Background: an optimization exercise with open tools, aiming at small area and a short achievable clock period. Do not read the settings as production practice.
In this exercise RTL edits were held to simulation tests only and were not proved equivalent to the original.
Power figures rest on the tool's default switching activity, not on a simulated workload.

==> flow/design.v <==
package acc_hub_pkg;
  typedef enum logic [1:0] {
    StIdle,
    StRun,
    StDone
  } hub_state_e;
  localparam int unsigned DefDw    = 32;
  localparam int unsigned DefDepth = 16;
  function automatic integer ptr_width(input integer depth);
    ptr_width = $clog2(depth) + 1;
  endfunction
endpackage
module sync_fifo #(
  parameter int unsigned Depth = acc_hub_pkg::DefDepth
) (
  input  logic             clk_i,
  input  logic             reset_i,
  input  logic             push_i,      
  input  logic             pop_i,       
  output logic             ld_din_o,    
  output logic             ld_body_o,   
  output logic             clr_o,       
  output logic [Depth-2:0] we_o,        
  output logic [Depth-2:0] rd_oh_o,
  output logic             empty_o,
  output logic             full_o,
  output logic             empty_d_o,   
  output logic             full_d_o
);
  localparam int unsigned BodyN = Depth - 1;
  logic [4:0]       n_q, n_d;
  logic [3:0]       wr_q;
  logic [BodyN-1:0] rd_q, wr_oh;
  logic             e_q, f_q, e_d, f_d;
  logic             one, fm1, bw;
  assign one = (n_q == 5'd1);
  assign fm1 = (n_q == 5'(Depth - 1));
  assign ld_din_o  = push_i & (e_q | (pop_i & one));
  assign ld_body_o = pop_i & ~one;
  assign clr_o     = pop_i & one & ~push_i;
  assign bw        = push_i & ~e_q & ~(pop_i & one);
  always_comb begin
    for (int r = 0; r < BodyN; r++) wr_oh[r] = (wr_q == 4'(r));
  end
  assign we_o = {BodyN{bw}} & wr_oh;
  assign e_d = e_q ? ~push_i : (one & pop_i & ~push_i);
  assign f_d = f_q ? ~pop_i  : (fm1 & push_i & ~pop_i);
  always_comb begin
    n_d = n_q;
    if (push_i & ~pop_i) n_d = n_q + 5'd1;
    if (pop_i & ~push_i) n_d = n_q - 5'd1;
  end
  always_ff @(posedge clk_i) begin
    if (reset_i) begin
      n_q  <= '0;
      wr_q <= '0;
      rd_q <= BodyN'(1);
      e_q  <= 1'b1;
      f_q  <= 1'b0;
    end else begin
      n_q <= n_d;
      e_q <= e_d;
      f_q <= f_d;
      if (bw)        wr_q <= (wr_q == 4'(BodyN - 1)) ? 4'd0 : wr_q + 4'd1;
      if (ld_body_o) rd_q <= {rd_q[BodyN-2:0], rd_q[BodyN-1]};
    end
  end
  assign rd_oh_o   = rd_q;
  assign empty_o   = e_q;
  assign full_o    = f_q;
  assign empty_d_o = e_d;
  assign full_d_o  = f_d;
endmodule
module acc_channel_hub #(
  parameter int unsigned NCh   = 2,
  parameter int unsigned Dw    = acc_hub_pkg::DefDw,
  parameter int unsigned Depth = acc_hub_pkg::DefDepth,
  parameter int unsigned CntW  = 16
) (
  input  logic              clk_i,
  input  logic              reset_i,
  input  logic              start_i,
  input  logic [2:0]        ch_sel_i,
  input  logic              bypass_i,
  input  logic [CntW-1:0]   word_count_i,
  input  logic              tx_valid_i,
  input  logic [Dw-1:0]     tx_data_i,
  output logic              tx_ready_o,
  output logic              rx_valid_o,
  output logic [Dw-1:0]     rx_data_o,
  input  logic              rx_ready_i,
  output logic              busy_o,
  output logic              done_o,
  output logic              err_sel_o,
  output logic [NCh-1:0]    acc_enable_o,
  input  logic [NCh-1:0]    acc_get_i,
  output logic [NCh*Dw-1:0] acc_data_out_o,
  output logic [NCh-1:0]    to_acc_empty_o,
  input  logic [NCh-1:0]    acc_put_i,
  input  logic [NCh*Dw-1:0] acc_data_in_i,
  output logic [NCh-1:0]    from_acc_full_o,
  output logic [NCh-1:0]    ovf_err_o
);
  localparam int unsigned BodyN = Depth - 1;
  logic            run_q, done_q, busy_q, err_q, ch_q, byp_q;
  logic [CntW-1:0] txr_q, rxr_q;           
  logic [1:0]      ovf_q, acc_en_q;
  logic            tx_ready_q, rx_valid_q;
  logic [1:0]      tcan_q;    
  logic [1:0]      fcan_q;    
  logic [1:0]      bhit_q;    
  logic [Dw-1:0]   head_a_q, head_b_q;     
  logic [Dw-1:0]   to_head_q [2];
  logic [BodyN-1:0][Dw-1:0] to_body_q   [2];
  logic [BodyN-1:0][Dw-1:0] from_body_q [2];
  logic [1:0] t_push, t_pop, t_ld_din, t_ld_body, t_clr, t_e, t_f, t_e_d, t_f_d;
  logic [1:0] f_push, f_pop, f_ld_din, f_ld_body, f_clr, f_e, f_f, f_e_d, f_f_d;
  logic [BodyN-1:0] t_we [2], t_rd [2], f_we [2], f_rd [2];
  logic [Dw-1:0] f_din [2];
  logic idle, sel_valid, job_start, rx_xfer;
  assign idle      = ~busy_q;
  assign sel_valid = (ch_sel_i[2:1] == 2'b00);
  assign job_start = idle & start_i & sel_valid;
  assign rx_xfer   = rx_ready_i & rx_valid_q;
  for (genvar c = 0; c < 2; c++) begin : g_ctl
    assign t_push[c] = tx_valid_i & tcan_q[c];
    assign t_pop[c]  = acc_get_i[c] & ~t_e[c];
    assign f_push[c] = bhit_q[c] ? (tx_valid_i & fcan_q[c]) : (acc_put_i[c] & ~f_f[c]);
    assign f_din[c]  = bhit_q[c] ? tx_data_i : acc_data_in_i[c*Dw +: Dw];
    assign f_pop[c]  = rx_xfer & (ch_q == c[0]);
    sync_fifo #(.Depth(Depth)) u_to_ctl (
      .clk_i, .reset_i, .push_i(t_push[c]), .pop_i(t_pop[c]),
      .ld_din_o(t_ld_din[c]), .ld_body_o(t_ld_body[c]), .clr_o(t_clr[c]), .we_o(t_we[c]),
      .rd_oh_o(t_rd[c]), .empty_o(t_e[c]), .full_o(t_f[c]),
      .empty_d_o(t_e_d[c]), .full_d_o(t_f_d[c]));
    sync_fifo #(.Depth(Depth)) u_from_ctl (
      .clk_i, .reset_i, .push_i(f_push[c]), .pop_i(f_pop[c]),
      .ld_din_o(f_ld_din[c]), .ld_body_o(f_ld_body[c]), .clr_o(f_clr[c]), .we_o(f_we[c]),
      .rd_oh_o(f_rd[c]), .empty_o(f_e[c]), .full_o(f_f[c]),
      .empty_d_o(f_e_d[c]), .full_d_o(f_f_d[c]));
  end
  logic [Dw-1:0] to_rd_data [2];
  logic [Dw-1:0] fr_rd_data [2];
  always_comb begin
    for (int c = 0; c < 2; c++) begin
      to_rd_data[c] = '0;
      fr_rd_data[c] = '0;
      for (int r = 0; r < BodyN; r++) begin
        to_rd_data[c] = to_rd_data[c] | ({Dw{t_rd[c][r]}} & to_body_q[c][r]);
        fr_rd_data[c] = fr_rd_data[c] | ({Dw{f_rd[c][r]}} & from_body_q[c][r]);
      end
    end
  end
  logic            run_d, done_d, ch_d, byp_d, txnz_d, busy_d;
  logic [1:0]      ovf_d;
  logic [Dw-1:0]   nh_a, nh_b;
  logic            sw;
  always_comb begin
    run_d  = run_q;
    done_d = 1'b0;
    ch_d   = ch_q;
    byp_d  = byp_q;
    txnz_d = (txr_q != '0);
    if (idle) begin
      if (job_start) begin
        ch_d   = ch_sel_i[0];
        byp_d  = bypass_i;
        run_d  = (word_count_i != '0);
        done_d = (word_count_i == '0);
        txnz_d = (word_count_i != '0);
      end
    end else if (run_q) begin
      if (tx_valid_i && tx_ready_q) txnz_d = (txr_q != CntW'(1));
      if (rx_xfer && (rxr_q == CntW'(1))) begin
        run_d  = 1'b0;
        done_d = 1'b1;
      end
    end
  end
  assign busy_d = run_d | done_d;
  always_comb begin
    for (int c = 0; c < 2; c++)
      ovf_d[c] = (ovf_q[c] | (~bhit_q[c] & acc_put_i[c] & f_f[c])) &
                 ~(job_start & (ch_sel_i[0] == c[0]));
  end
  logic ld_din_a, ld_body_a, clr_a, ld_din_b;
  assign ld_din_a  = ch_q ? f_ld_din[1]  : f_ld_din[0];
  assign ld_body_a = ch_q ? f_ld_body[1] : f_ld_body[0];
  assign clr_a     = ch_q ? f_clr[1]     : f_clr[0];
  assign ld_din_b  = ch_q ? f_ld_din[0]  : f_ld_din[1];
  always_comb begin
    if (ld_din_a)       nh_a = ch_q ? f_din[1] : f_din[0];
    else if (ld_body_a) nh_a = ch_q ? fr_rd_data[1] : fr_rd_data[0];
    else if (clr_a)     nh_a = '0;
    else                nh_a = head_a_q;
    if (ld_din_b)       nh_b = ch_q ? acc_data_in_i[0 +: Dw] : acc_data_in_i[Dw +: Dw];
    else                nh_b = head_b_q;
  end
  assign sw = job_start & (ch_sel_i[0] != ch_q);
  logic tx_ready_d;
  assign tx_ready_d = run_d & txnz_d & ~(byp_d ? f_f_d[ch_d] : t_f_d[ch_d]);
  always_ff @(posedge clk_i) begin
    if (reset_i) begin
      run_q      <= 1'b0;
      done_q     <= 1'b0;
      busy_q     <= 1'b0;
      err_q      <= 1'b0;
      ch_q       <= 1'b0;
      ovf_q      <= '0;
      acc_en_q   <= '0;
      tx_ready_q <= 1'b0;
      rx_valid_q <= 1'b0;
      tcan_q     <= '0;
      fcan_q     <= '0;
      bhit_q     <= '0;
      head_a_q   <= '0;
      head_b_q   <= '0;
    end else begin
      run_q      <= run_d;
      done_q     <= done_d;
      busy_q     <= busy_d;
      err_q      <= idle & start_i & ~sel_valid;
      ch_q       <= ch_d;
      ovf_q      <= ovf_d;
      acc_en_q   <= {run_d & ~byp_d & ch_d, run_d & ~byp_d & ~ch_d};
      tx_ready_q <= tx_ready_d;
      rx_valid_q <= run_d & ~f_e_d[ch_d];
      tcan_q     <= {tx_ready_d & ~byp_d & ch_d, tx_ready_d & ~byp_d & ~ch_d};
      fcan_q     <= {tx_ready_d &  byp_d & ch_d, tx_ready_d &  byp_d & ~ch_d};
      bhit_q     <= {busy_d & byp_d & ch_d, busy_d & byp_d & ~ch_d};
      head_a_q   <= sw ? nh_b : nh_a;
      head_b_q   <= sw ? nh_a : nh_b;
    end
  end
  always_ff @(posedge clk_i) begin
    byp_q <= byp_d;
    if (job_start) begin
      txr_q <= word_count_i;
      rxr_q <= word_count_i;
    end else begin
      if (tx_valid_i && tx_ready_q) txr_q <= txr_q - CntW'(1);
      if (rx_xfer)                  rxr_q <= rxr_q - CntW'(1);
    end
  end
  for (genvar c = 0; c < 2; c++) begin : g_data
    always_ff @(posedge clk_i) begin
      if (reset_i)               to_head_q[c] <= '0;
      else if (t_ld_din[c])      to_head_q[c] <= tx_data_i;
      else if (t_ld_body[c])     to_head_q[c] <= to_rd_data[c];
      else if (t_clr[c])         to_head_q[c] <= '0;
    end
    for (genvar r = 0; r < BodyN; r++) begin : g_row
      always_ff @(posedge clk_i) begin
        if (t_we[c][r]) to_body_q[c][r]   <= tx_data_i;
        if (f_we[c][r]) from_body_q[c][r] <= f_din[c];
      end
    end
  end
  assign tx_ready_o      = tx_ready_q;
  assign rx_valid_o      = rx_valid_q;
  assign rx_data_o       = head_a_q;
  assign busy_o          = busy_q;
  assign done_o          = done_q;
  assign err_sel_o       = err_q;
  assign acc_enable_o    = acc_en_q;
  assign acc_data_out_o  = {to_head_q[1], to_head_q[0]};
  assign to_acc_empty_o  = t_e;
  assign from_acc_full_o = f_f;
  assign ovf_err_o       = ovf_q;
endmodule
==> flow/config.mk <==
export PLATFORM = sky130hd
export DESIGN_NAME = acc_channel_hub
export DESIGN_NICKNAME = acc_channel_hub
export VERILOG_FILES = /design/flow/design.v
export SDC_FILE = /design/flow/constraint.sdc
export NUM_CORES = 4
export LEC_CHECK = 0
export CAP_MARGIN = 20
export CORE_MARGIN = 2
export CORE_UTILIZATION = 40
export CTS_BUF_LIST = sky130_fd_sc_hd__clkbuf_16
export CTS_CLUSTER_DIAMETER = 90
export CTS_CLUSTER_SIZE = 27
export SETUP_SLACK_MARGIN = 3.0
export SLEW_MARGIN = 20
export TNS_END_PERCENT = 0
==> flow/constraint.sdc <==
create_clock -name core_clock -period 5.0 [get_ports {clk_i}]
set_input_delay 1.0000 -clock core_clock [delete_from_list [all_inputs] [get_ports {clk_i}]]
set_output_delay 1.0000 -clock core_clock [all_outputs]
set_load 0.01 [all_outputs]
standard.sh (not shown) runs the stock make flow with config.mk's settings and CLKGATE_MAP_FILE= SYNTH_SCRIPT=/design/flow/synth_recipe.tcl, a recipe that flattens the netlist after the stock synthesis.
==> flow/flow/run.sh <==
#!/bin/bash
# Standard ORFS layout, with the ports buffered by buf_2 cells instead of the
# slow delay-buffer cell buffer_ports picks by default.
set -euo pipefail
export BUFFER_PORTS_ARGS="-buffer_cell sky130_fd_sc_hd__buf_2"
bash standard.sh > flow_standard.log 2>&1
The first run went through all stages and came out clean.
Next try:
--- a/flow/design.v
+++ b/flow/design.v
@@ -42,7 +42,7 @@
   always_comb begin
     for (int r = 0; r < BodyN; r++) wr_oh[r] = (wr_q == 4'(r));
   end
-  assign we_o = {BodyN{bw}} & wr_oh;
+  assign we_o = {BodyN{push_i}} & wr_oh;
   assign e_d = e_q ? ~push_i : (one & pop_i & ~push_i);
   assign f_d = f_q ? ~pop_i  : (fm1 & push_i & ~pop_i);
   always_comb begin
=>
- routed wire length hardly moves
- final area decreases slightly
- hold slack got worse by 0.033 ns
- core utilization decreases by 0.76 points
- count of clock-buffer cells in the layout decreases by 7
- sequential cell count stays the same
- global-route usage decreases by 0.18 points
- power decreases slightly
- worst setup slack improved by 0.092 ns

static timing again, ports no longer ideal:
In the flow no input, the clock included, has a driving cell. The finished layouts below were timed again as built, in two steps.
Step 1, drivers: a clkbuf_16 drives clk_i and a buf_2 each remaining input, both assumed.
Step 2 also shifts input and output timing later by t, the mid clock arrival at the registers, as if the neighbouring blocks saw the same clock.
Slacks: no drivers / after step 1 / after step 2; pairs: no drivers / after step 1.
run | t, ns | setup WS [ns] | worst setup path after step 2 | worst register clock-pin slew, ns | worst data-port slew with drivers (ns)
the first run | 0.857 | 2.522 / 2.522 / 1.777 | input to register | 0.11 / 0.11 | 0.11
the second run | 0.842 | 2.613 / 2.533 / 1.737 | input to register | 0.11 / 0.11 | 0.21
After both steps every run listed still meets setup and hold. The setup slack of the second run, which loses most, moves by -0.080 ns with the drivers and by -0.876 ns with both steps.
